This design comes from an exercise in tuning for small area and a short achievable clock period on the open sky130 flow, not from production work. Where RTL was checked, it was by simulation tests only, not by an equivalence proof against the original. The flow treats the clock pin as an ideal source, which a real chip does not have. No activity file was given, so power comes from the tool's default toggle rates.

Setup of trial 75:
// isp_top
module isp_top
(
    input  logic    pixel_clk,
    input  logic    rst_n,
    input  isp_video_pkg::pix_t    s_axis_tdata,
    input  logic    s_axis_tuser,
    input  logic    s_axis_tlast,
    input  logic    s_axis_tvalid,
    output logic    s_axis_tready,
    output isp_video_pkg::pix_t    m_axis_tdata,
    output logic    m_axis_tuser,
    output logic    m_axis_tlast,
    output logic    m_axis_tvalid,
    input  logic    m_axis_tready,
    input  logic    dpc_en,
    input  isp_ctrl_pkg::thresh_t dpc_threshold,
    input  logic    gauss_en
);
For scale: about 1400 cells after synthesis, about 720 flip-flops.
clock: 16.0 ns
lec_check: 0
cap_margin: 20
core_margin: 2
core_utilization: 60
slew_margin: 20
standard.sh (not shown) runs the stock make flow with config.mk's settings and CLKGATE_MAP_FILE= SYNTH_SCRIPT=/design/flow/synth_recipe.tcl, a recipe that flattens the netlist after the stock synthesis.
==> flow/flow/run.sh <==
#!/bin/bash
# The standard ORFS layout, with repair_timing (floorplan, CTS and global
# route stages) aiming at a setup slack of SETUP_SLACK_MARGIN ns instead of
# 0 ns, so the layout is optimised towards a shorter clock period than the
# 16 ns it is constrained and signed off at; and a leaner clock tree.
set -euo pipefail
export SETUP_SLACK_MARGIN=9.6
export CTS_ARGS="-sink_clustering_enable -repair_clock_nets -sink_clustering_size 20 -buf_list sky130_fd_sc_hd__clkbuf_4 -dont_use_dummy_load"
bash standard.sh > standard.log 2>&1
[inputs] build 98 vs trial 75
diff --git a/flow/flow/run.sh b/flow/flow/run.sh
--- a/flow/flow/run.sh
+++ b/flow/flow/run.sh
@@ -6,4 +6,4 @@
 set -euo pipefail
-export SETUP_SLACK_MARGIN=9.6
-export CTS_ARGS="-sink_clustering_enable -repair_clock_nets -sink_clustering_size 20 -buf_list sky130_fd_sc_hd__clkbuf_4 -dont_use_dummy_load"
+export SETUP_SLACK_MARGIN=9.4
+export CTS_ARGS="-sink_clustering_enable -repair_clock_nets -sink_clustering_size 30 -buf_list sky130_fd_sc_hd__clkbuf_8 -dont_use_dummy_load"
 bash standard.sh > standard.log 2>&1
## What came out
[compare] base=trial 75 new=build 98: number of levels the H-tree was split into went down, total met3 wirelength after detailed routing went down by 310 um, combinational fraction of design power now smaller.
No run of this note included a check of the RTL's function; only the layout flow was run.

Another version of the RTL of isp_top (not shown whole).
For scale: roughly 1200 cells after synthesis, roughly 42 I/O pins, roughly 26000 sq um of cells after synthesis.
Design isp_top, start of the top module:
module isp_top
(
    input  logic    pixel_clk,
    input  logic    rst_n,
    input  isp_video_pkg::pix_t    s_axis_tdata,
    input  logic    s_axis_tuser,
    input  logic    s_axis_tlast,
    input  logic    s_axis_tvalid,
    output logic    s_axis_tready,
    output isp_video_pkg::pix_t    m_axis_tdata,
    output logic    m_axis_tuser,
    output logic    m_axis_tlast,
    output logic    m_axis_tvalid,
    input  logic    m_axis_tready,
    input  logic    dpc_en,
    input  isp_ctrl_pkg::thresh_t dpc_threshold,
    input  logic    gauss_en
);
    localparam int W = 16;
    logic adv;
    logic take;
    logic [9:0] thr;
    logic ctr_above;
    logic [9:0] m_data;
    logic m_last, m_valid;
    logic m_c1, m_c2, m_r1, m_r2;
    logic m_user, m_ok;
    logic nt_c1, nt_c2, nt_r1, nt_r2;
    logic cur_c1, cur_c2, cur_r1, cur_r2;
    logic [2*W+2:1][9:0] dl_in;
    logic [2*W:1][9:0] dl_m;
    logic [9:0] dpc_mid;
    logic [11:0] v_c0, v_c1, v_c2;
    logic [9:0] smooth;
    logic [9:0] out_data;
    logic out_user, out_last, out_valid;
    assign adv           = m_axis_tready;
    assign s_axis_tready = m_axis_tready;
    assign take          = adv && s_axis_tvalid;
    always_ff @(posedge pixel_clk)
        thr <= dpc_threshold;
    always_ff @(posedge pixel_clk or negedge rst_n)
    begin
        if (!rst_n)
        begin
            m_valid   <= 1'b0;
            out_valid <= 1'b0;
        end
        else if (adv)
        begin
            m_valid   <= s_axis_tvalid;
            out_valid <= m_valid;
        end
    end
    assign nt_c1 = !m_last;
    assign nt_c2 = !m_last && m_c1;
    assign nt_r1 = m_last || m_r1;
    assign nt_r2 = m_last ? m_r1 : m_r2;
    assign cur_c1 = nt_c1 && !s_axis_tuser;
    assign cur_c2 = nt_c2 && !s_axis_tuser;
    assign cur_r1 = nt_r1 && !s_axis_tuser;
    assign cur_r2 = nt_r2 && !s_axis_tuser;
    isp_window_3x3 #(.DEPTH(2*W+2)) u_dl_in (
        .pixel_clk (pixel_clk),
        .shift     (take),
        .pix_in    (s_axis_tdata),
        .dl        (dl_in)
    );
    isp_dpc u_dpc (
        .dpc_en        (dpc_en),
        .dpc_threshold (thr),
        .top_ok        (nt_r2),
  ...
==> flow/config.mk <==
export PLATFORM = sky130hd
export DESIGN_NAME = isp_top
export DESIGN_NICKNAME = isp_top
export VERILOG_FILES = /design/flow/design.v
export SDC_FILE = /design/flow/constraint.sdc
export NUM_CORES = 4
export LEC_CHECK = 0
export CAP_MARGIN = 20
export CORE_MARGIN = 2
export CORE_UTILIZATION = 75
export PLACE_DENSITY = 0.75
export SLEW_MARGIN = 20
==> flow/constraint.sdc <==
create_clock -name core_clock -period 16.0 [get_ports {pixel_clk}]
set_input_delay 3.2000 -clock core_clock [delete_from_list [all_inputs] [get_ports {pixel_clk}]]
set_output_delay 3.2000 -clock core_clock [all_outputs]
set_load 0.01 [all_outputs]
==> flow/flow/run.sh <==
#!/bin/bash
# Layout flow: the standard ORFS flow (standard.sh) with these changes.
#  - ABC maps the logic with an area-oriented script (abc_area_nf.script) in
#    place of ORFS's abc_speed.script; ORFS's scripts are copied to a local
#    folder and only that one file is replaced.
#  - repair_timing (floorplan, CTS and global-route stages) aims at a setup
#    slack of SETUP_SLACK_MARGIN ns, optimising towards a shorter period
#    than the 16 ns the design is constrained and signed off at.
#  - a leaner clock tree: larger sink clusters, clkbuf_8, no dummy loads.
#  - port buffers are buf_1 (repair upsizes those on critical paths).
#  - after CTS, s_axis_tready's output buffer is driven straight from
#    m_axis_tready's input buffer (post_cts.tcl, ft_eco.tcl).
# Each tool's output goes to the ORFS logs under orfs/logs; make's output
# goes to standard.log.
set -euo pipefail
rm -rf scripts_local
cp -r "$FLOW_HOME/scripts" scripts_local
cp flow/abc_area_nf.script scripts_local/abc_speed.script
export SETUP_SLACK_MARGIN=9.4
export CTS_ARGS="-sink_clustering_enable -repair_clock_nets -sink_clustering_size 15 -sink_clustering_max_diameter 70 -buf_list sky130_fd_sc_hd__clkbuf_8 -dont_use_dummy_load"
export BUFFER_PORTS_ARGS="-buffer_cell sky130_fd_sc_hd__buf_1"
export POST_CTS_TCL="$PWD/flow/post_cts.tcl"
bash standard.sh SCRIPTS_DIR="$PWD/scripts_local" finish > standard.log 2>&1
Other scripts of this flow, unchanged in this note and not shown: flow/flow/abc_area_nf.script, flow/flow/ft_eco.tcl, flow/flow/post_cts.tcl
The first run went through all stages and came out clean.
Change:
CORE_UTILIZATION = 60   (was 75)
PLACE_DENSITY = not set   (was 0.75)
Result:
- sequential share of layout area fell by 0.27 points
- critical path depth stays the same
- worst hold slack gets better by 0.020 ns
- combinational power fell by about 4%
- synthesized area does not change
- sequential power stays flat
- total power barely changes
- routed wire length fell by 3.7%
- cell area rose by 0.34%
- flip-flop and latch count stays the same
- clock skew fell by 0.0077 ns

static timing again, ports no longer ideal:
Ports are ideal in the flow. The routed layouts listed here were re-timed in OpenROAD.
Step 1: set_driving_cell puts a clkbuf_16 on pixel_clk and a buf_2 on each other input, an assumption about the parent block.
Step 2 adds t to the input delays and takes it off the output delays; t is the mean of the earliest and latest rising clock arrival at the registers after step 1. Input paths then give back, and output paths get back, about the clock's delay inside the block.
Slacks: ideal / step 1 / step 2; pairs: ideal / step 1.
| run | t (ns) | setup slack, ns | clock arrival spread, ns |
|---|---|---|---|
| trial 75 | 0.967 | 9.083 / 9.083 / 9.083 | 0.104 / 0.104 |
| build 98 | 0.688 | 9.061 / 9.061 / 9.061 | 0.110 / 0.109 |
| the first run of note 2 | 0.668 | 9.389 / 9.345 / 9.247 | 0.064 / 0.063 |
| the second run of note 2 | 0.692 | 9.392 / 9.351 / 9.166 | 0.033 / 0.034 |
After both steps every run listed still meets setup and hold. For the second run of note 2, which loses most, drivers alone change the setup slack by -0.041 ns; drivers and shift together by -0.226 ns.
